From an optimization exercise on the open Yosys and OpenROAD flow, aimed at small area, a short achievable clock period and few clock cycles per item; shortcuts taken in it are not production practice. Only simulation tests tie the RTL to the original design; equivalence was not proved.

==> flow/design.v <==
module sha256_stream (
   input  logic         clk,
   input  logic         rst,
   input  logic         tvalid,
   output logic         tready,
   input  logic         tlast,
   input  logic [31:0]  tid,
   input  logic [7:0]   tdata,
   output logic         ovalid,
   output logic [31:0]  oid,
   output logic [60:0]  olen,
   output logic [255:0] osha
);
   function automatic logic [31:0] knext2(input logic [5:0] t);
      case (t)
         6'd0: knext2 = 32'hb5c0fbcf;
         6'd1: knext2 = 32'he9b5dba5;
         6'd2: knext2 = 32'h3956c25b;
         6'd3: knext2 = 32'h59f111f1;
         6'd4: knext2 = 32'h923f82a4;
         6'd5: knext2 = 32'hab1c5ed5;
         6'd6: knext2 = 32'hd807aa98;
         6'd7: knext2 = 32'h12835b01;
         6'd8: knext2 = 32'h243185be;
         6'd9: knext2 = 32'h550c7dc3;
         6'd10: knext2 = 32'h72be5d74;
         6'd11: knext2 = 32'h80deb1fe;
         6'd12: knext2 = 32'h9bdc06a7;
         6'd13: knext2 = 32'hc19bf174;
         6'd14: knext2 = 32'he49b69c1;
         6'd15: knext2 = 32'hefbe4786;
         6'd16: knext2 = 32'h0fc19dc6;
         6'd17: knext2 = 32'h240ca1cc;
         6'd18: knext2 = 32'h2de92c6f;
         6'd19: knext2 = 32'h4a7484aa;
         6'd20: knext2 = 32'h5cb0a9dc;
         6'd21: knext2 = 32'h76f988da;
         6'd22: knext2 = 32'h983e5152;
         6'd23: knext2 = 32'ha831c66d;
         6'd24: knext2 = 32'hb00327c8;
         6'd25: knext2 = 32'hbf597fc7;
         6'd26: knext2 = 32'hc6e00bf3;
         6'd27: knext2 = 32'hd5a79147;
         6'd28: knext2 = 32'h06ca6351;
         6'd29: knext2 = 32'h14292967;
         6'd30: knext2 = 32'h27b70a85;
         6'd31: knext2 = 32'h2e1b2138;
         6'd32: knext2 = 32'h4d2c6dfc;
         6'd33: knext2 = 32'h53380d13;
         6'd34: knext2 = 32'h650a7354;
         6'd35: knext2 = 32'h766a0abb;
         6'd36: knext2 = 32'h81c2c92e;
         6'd37: knext2 = 32'h92722c85;
         6'd38: knext2 = 32'ha2bfe8a1;
         6'd39: knext2 = 32'ha81a664b;
         6'd40: knext2 = 32'hc24b8b70;
         6'd41: knext2 = 32'hc76c51a3;
         6'd42: knext2 = 32'hd192e819;
         6'd43: knext2 = 32'hd6990624;
         6'd44: knext2 = 32'hf40e3585;
         6'd45: knext2 = 32'h106aa070;
         6'd46: knext2 = 32'h19a4c116;
         6'd47: knext2 = 32'h1e376c08;
         6'd48: knext2 = 32'h2748774c;
         6'd49: knext2 = 32'h34b0bcb5;
         6'd50: knext2 = 32'h391c0cb3;
         6'd51: knext2 = 32'h4ed8aa4a;
         6'd52: knext2 = 32'h5b9cca4f;
         6'd53: knext2 = 32'h682e6ff3;
         6'd54: knext2 = 32'h748f82ee;
         6'd55: knext2 = 32'h78a5636f;
         6'd56: knext2 = 32'h84c87814;
         6'd57: knext2 = 32'h8cc70208;
         6'd58: knext2 = 32'h90befffa;
         6'd59: knext2 = 32'ha4506ceb;
         6'd60: knext2 = 32'hbef9a3f7;
         6'd61: knext2 = 32'hc67178f2;
         default: knext2 = 32'h428a2f98;
      endcase
   endfunction
   localparam logic [255:0] IV = {32'h6a09e667, 32'hbb67ae85, 32'h3c6ef372, 32'ha54ff53a,
                                  32'h510e527f, 32'h9b05688c, 32'h1f83d9ab, 32'h5be0cd19};
   function automatic logic [31:0] bsig0(input logic [31:0] x);
      bsig0 = {x[1:0], x[31:2]} ^ {x[12:0], x[31:13]} ^ {x[21:0], x[31:22]};
   endfunction
   function automatic logic [31:0] bsig1(input logic [31:0] x);
      bsig1 = {x[5:0], x[31:6]} ^ {x[10:0], x[31:11]} ^ {x[24:0], x[31:25]};
   endfunction
   function automatic logic [31:0] ssig0(input logic [31:0] x);
      ssig0 = {x[6:0], x[31:7]} ^ {x[17:0], x[31:18]} ^ {3'b000, x[31:3]};
   endfunction
   function automatic logic [31:0] ssig1(input logic [31:0] x);
      ssig1 = {x[16:0], x[31:17]} ^ {x[18:0], x[31:19]} ^ {10'b0, x[31:10]};
   endfunction
   function automatic logic [63:0] csa(input logic [31:0] x, input logic [31:0] y,
                                       input logic [31:0] z);
      logic [31:0] s, c;
      s = x ^ y ^ z;
      c = {((x[30:0] & y[30:0]) | (x[30:0] & z[30:0]) | (y[30:0] & z[30:0])), 1'b0};
      csa = {s, c};
   endfunction
   logic [15:0][31:0] bb;      
   logic [6:0]   cnt;          
   logic         padm;         
   logic         mk;           
   logic         lenok;        
   logic         started;      
   logic         bfinal;
   logic [31:0]  tid_in;
   logic [60:0]  len;
   logic [7:0]   bin;
   logic [63:0]  bitlen;
   logic         full, take, shift, fin_shift;
   logic         run;          
   logic [6:0]   k;
   logic         cfirst, cfinal;    
   logic         cfa, cfla;         
   logic         go;
   logic         lda;          
   logic [3:0]   lne;          
   logic [3:0]   lna;          
   logic         olat, olat2, stall;
   logic         fresh;        
   logic         nfirst;       
   logic [15:0][31:0] w;       
   logic [31:0]  ra, rb, rc;   
   logic [31:0]  re, rf, rg;   
   logic [31:0]  t1;           
   logic [7:0][31:0]  hh;      
   logic [31:0]  p;            
   logic [31:0]  t1s, t1c, es, ec, as, ac, anew, enew, t1new;
   logic [31:0]  ws1, wc1, ws2, wc2, wnew;
   logic [31:0]  ps, pc, pnew;
   logic [31:0]  kq;           
   logic [15:0]  rs;           
   logic [31:0]  bw;           
   logic [31:0]  basea, basee, suma, sume, dsel;
   logic [31:0]  e0, f0, g0;
   assign full      = cnt[6];
   assign tready    = !padm && !full && !stall;
   assign take      = tvalid && tready;
   assign shift     = take || (padm && !full);
   assign bitlen    = {len, 3'b000};
   assign fin_shift = padm && mk && lenok && (cnt[5:0] == 6'd63);
   always_comb begin
      if (!padm)      bin = tdata;
      else if (!mk)   bin = 8'h80;
      else if (lenok && cnt[5:3] == 3'b111)
         bin = bitlen[8 * (7 - cnt[2:0]) +: 8];
      else            bin = 8'h00;
   end
   always_ff @(posedge clk) begin
      for (int i = 0; i < 64; i++)
         if (shift && cnt[5:0] == 6'(i)) bb[i / 4][8 * (3 - i % 4) +: 8] <= bin;
      if (take) begin
         if (!started) begin
            tid_in <= tid;
            len    <= 61'd1;
         end else begin
            len    <= len + 61'd1;
         end
      end
   end
   always_ff @(posedge clk or negedge rst) begin
      if (!rst) begin
         cnt       <= '0;
         padm      <= 1'b0;
         mk        <= 1'b0;
         lenok     <= 1'b0;
         started   <= 1'b0;
         bfinal    <= 1'b0;
      end else begin
         if (go)         cnt <= '0;
         else if (shift) cnt <= cnt + 7'd1;
         if (take) begin
            started <= !tlast;
            if (tlast) padm <= 1'b1;
         end
         if (padm && !full && !mk) begin
            mk    <= 1'b1;
            lenok <= (cnt[5:3] != 3'b111);
         end
         if (shift && cnt[5:0] == 6'd63) begin
            bfinal    <= fin_shift;
            if (padm) lenok <= 1'b1;
            if (fin_shift) begin
               padm  <= 1'b0;
               mk    <= 1'b0;
               lenok <= 1'b0;
            end
         end
      end
   end
   assign go     = full && (!run || k[6]);
   assign nfirst = fresh || cfinal;
   always_comb begin
      basea = '0;
      basee = '0;
      for (int j = 0; j < 4; j++) begin
         if (lna[j]) basea = basea | (cfa ? IV[255 - 32 * j -: 32] : hh[j]);
         if (lne[j]) basee = basee | (cfirst ? IV[127 - 32 * j -: 32] : hh[4 + j]);
      end
   end
   assign suma = basea + ra;
   assign sume = basee + re;
   assign e0 = nfirst ? IV[127:96] : (lne[0] ? sume : hh[4]);
   assign f0 = nfirst ? IV[95:64]  : hh[5];
   assign g0 = nfirst ? IV[63:32]  : hh[6];
   assign dsel = rc;
   always_comb begin
      bw = '0;
      for (int j = 0; j < 16; j++) if (rs[j]) bw = bw | bb[j];
   end
   always_comb begin
      {t1s, t1c} = csa(p, bsig1(re), (re & rf) ^ (~re & rg));
      t1new      = t1s + t1c;
      {es, ec}   = csa(t1s, t1c, dsel);
      enew       = es + ec;
      {as, ac}   = csa(t1, bsig0(ra), (ra & rb) | (ra & rc) | (rb & rc));
      anew       = as + ac;
      {ws1, wc1} = csa(ssig1(w[14]), w[9], ssig0(w[1]));
      {ws2, wc2} = csa(ws1, wc1, w[0]);
      wnew       = ws2 + wc2;
      {ps, pc}   = csa(rg, w[15], kq);
      pnew       = ps + pc;
   end
   always_ff @(posedge clk) begin
      for (int i = 0; i < 15; i++) w[i] <= w[i + 1];
      w[15] <= go ? bb[1] : ((rs == 16'd0) ? wnew : bw);
      if (go) begin
         re <= e0;
         rf <= f0;
         rg <= g0;
      end else begin
         re <= enew;
         rf <= re;
         rg <= (!run || k[6] || lne[1]) ? (nfirst ? IV[31:0] : hh[7]) : rf;
      end
      t1 <= t1new;
      if (lda) begin
         ra <= cfirst ? IV[255:224] : (lna[0] ? suma : hh[0]);
         rb <= cfirst ? IV[223:192] : hh[1];
      end else begin
         ra <= anew;
         rb <= ra;
      end
      if (go)       rc <= nfirst ? IV[159:128] : hh[3];
      else if (lda) rc <= cfirst ? IV[191:160] : hh[2];
      else          rc <= rb;
      p <= pnew;
      for (int j = 0; j < 4; j++) begin
         if (lna[j]) hh[j]     <= suma;
         if (lne[j]) hh[4 + j] <= sume;
      end
      if (go)        kq <= 32'h71374491;
      else if (k[6]) kq <= 32'h428a2f98;
      else           kq <= knext2(k[5:0]);
      if (olat || olat2) begin
         oid  <= tid_in;
         olen <= len;
      end
   end
   always_ff @(posedge clk or negedge rst) begin
      if (!rst) begin
         run    <= 1'b0;
         k      <= 7'd64;
         cfirst <= 1'b0;
         cfinal <= 1'b0;
         cfa    <= 1'b0;
         cfla   <= 1'b0;
         lda    <= 1'b0;
         ovalid <= 1'b0;
         lne    <= '0;
         lna    <= '0;
         olat   <= 1'b0;
         olat2  <= 1'b0;
         stall  <= 1'b0;
         rs     <= 16'd1;
         fresh  <= 1'b1;
      end else begin
         if (go) fresh <= 1'b0;
         cfa    <= cfirst;
         cfla   <= cfinal;
         lda    <= go;
         ovalid <= lna[0] && cfla;
         lne    <= {run && k == 7'd60, lne[3:1]};
         lna    <= lne;
         olat   <= go && bfinal && !(run && cfinal);
         stall  <= go && bfinal && run && cfinal;
         olat2  <= stall;
         if (go)                                    rs <= 16'd4;
         else if (run && !k[6] && !lne[2] && !lne[1]) rs <= {rs[14:0], 1'b0};
         else                                       rs <= 16'd1;
         if (go) begin
            run    <= 1'b1;
            k      <= '0;
            cfirst <= nfirst;
            cfinal <= bfinal;
         end else if (run) begin
            if (k[6]) run <= 1'b0;
            else      k   <= k + 7'd1;
         end
      end
   end
   assign osha = {hh[0], hh[1], hh[2], hh[3], hh[4], hh[5], hh[6], hh[7]};
endmodule
export LEC_CHECK = 0
export CAP_MARGIN = 20
export CELL_PAD_IN_SITES_DETAIL_PLACEMENT = 1
export CORE_MARGIN = 2
export CORE_UTILIZATION = 45
export SLEW_MARGIN = 20
create_clock -name core_clock -period 10.0 [get_ports {clk}]
standard.sh (not shown) runs the stock make flow with config.mk's settings and CLKGATE_MAP_FILE= SYNTH_SCRIPT=/design/flow/synth_recipe.tcl, a recipe that flattens the netlist after the stock synthesis.
==> flow/flow/run.sh <==
#!/bin/bash
set -euo pipefail
bash standard.sh \
  "BUFFER_PORTS_ARGS=-buffer_cell sky130_fd_sc_hd__buf_1" \
  "CTS_ARGS=-sink_clustering_enable -repair_clock_nets -dont_use_dummy_load" \
  "SETUP_SLACK_MARGIN=5.7" \
  finish > flow_make.log 2>&1
Testbench counts at the start, summed over its fixed seeds: cycles 33,905, bytes 25,402.
Then changed:
--- a/flow/design.v
+++ b/flow/design.v
@@ -205,9 +205,9 @@
    assign sume = basee + re;
    assign e0 = nfirst ? IV[127:96] : (lne[0] ? sume : hh[4]);
    assign f0 = nfirst ? IV[95:64]  : hh[5];
    assign g0 = nfirst ? IV[63:32]  : hh[6];
-   assign dsel = rc;
+   assign dsel = lda ? (cfirst ? IV[159:128] : hh[3]) : rc;
    always_comb begin
       bw = '0;
       for (int j = 0; j < 16; j++) if (rs[j]) bw = bw | bb[j];
    end
@@ -239,15 +239,14 @@
       t1 <= t1new;
       if (lda) begin
          ra <= cfirst ? IV[255:224] : (lna[0] ? suma : hh[0]);
          rb <= cfirst ? IV[223:192] : hh[1];
+         rc <= cfirst ? IV[191:160] : hh[2];
       end else begin
          ra <= anew;
          rb <= ra;
+         rc <= rb;
       end
-      if (go)       rc <= nfirst ? IV[159:128] : hh[3];
-      else if (lda) rc <= cfirst ? IV[191:160] : hh[2];
-      else          rc <= rb;
       p <= pnew;
       for (int j = 0; j < 4; j++) begin
          if (lna[j]) hh[j]     <= suma;
          if (lne[j]) hh[4 + j] <= sume;
After rerunning: The new run finished with timing, DRC and antenna clean; clock-buffer cell count shrinks by 1; wire length barely changes; core utilization climbs by 0.43 points; die area decreases by about 1%; non-clock buffer count goes up by 7; final area came out lower by 0.39%; synthesized cell count came out lower by about 3.2%; via count falls by about 1.4%.
Testbench counts after the change, summed over its fixed seeds: cycles 33,905, bytes 25,402.

-- re-timing with driven ports --
No port has a modelled driver above. Below, the same layouts with a new extraction and two added sets of constraints. Step 1 assumes that a clkbuf_16 drives the clock port and a buf_2 every other input. Step 2 moves the port delays by t, midway between the first and last clock arrival at a register: inputs arrive t later, outputs are due t later. That takes back most of the time a late clock gives input paths. Three values: ideal ports, drivers, drivers and shift; two values: the first two.
| run | t, ns | setup slack, ns | worst setup path at the end |
|---|---|---|---|
| the first run | 0.893 | 5.649 / 5.649 / 4.936 | input to register |
| the second run | 0.881 | 5.600 / 5.600 / 5.020 | input to register |
After both steps every run listed still meets setup and hold. For the first run, which loses most, drivers alone change the setup slack by 0.000 ns; drivers and shift together by -0.713 ns.
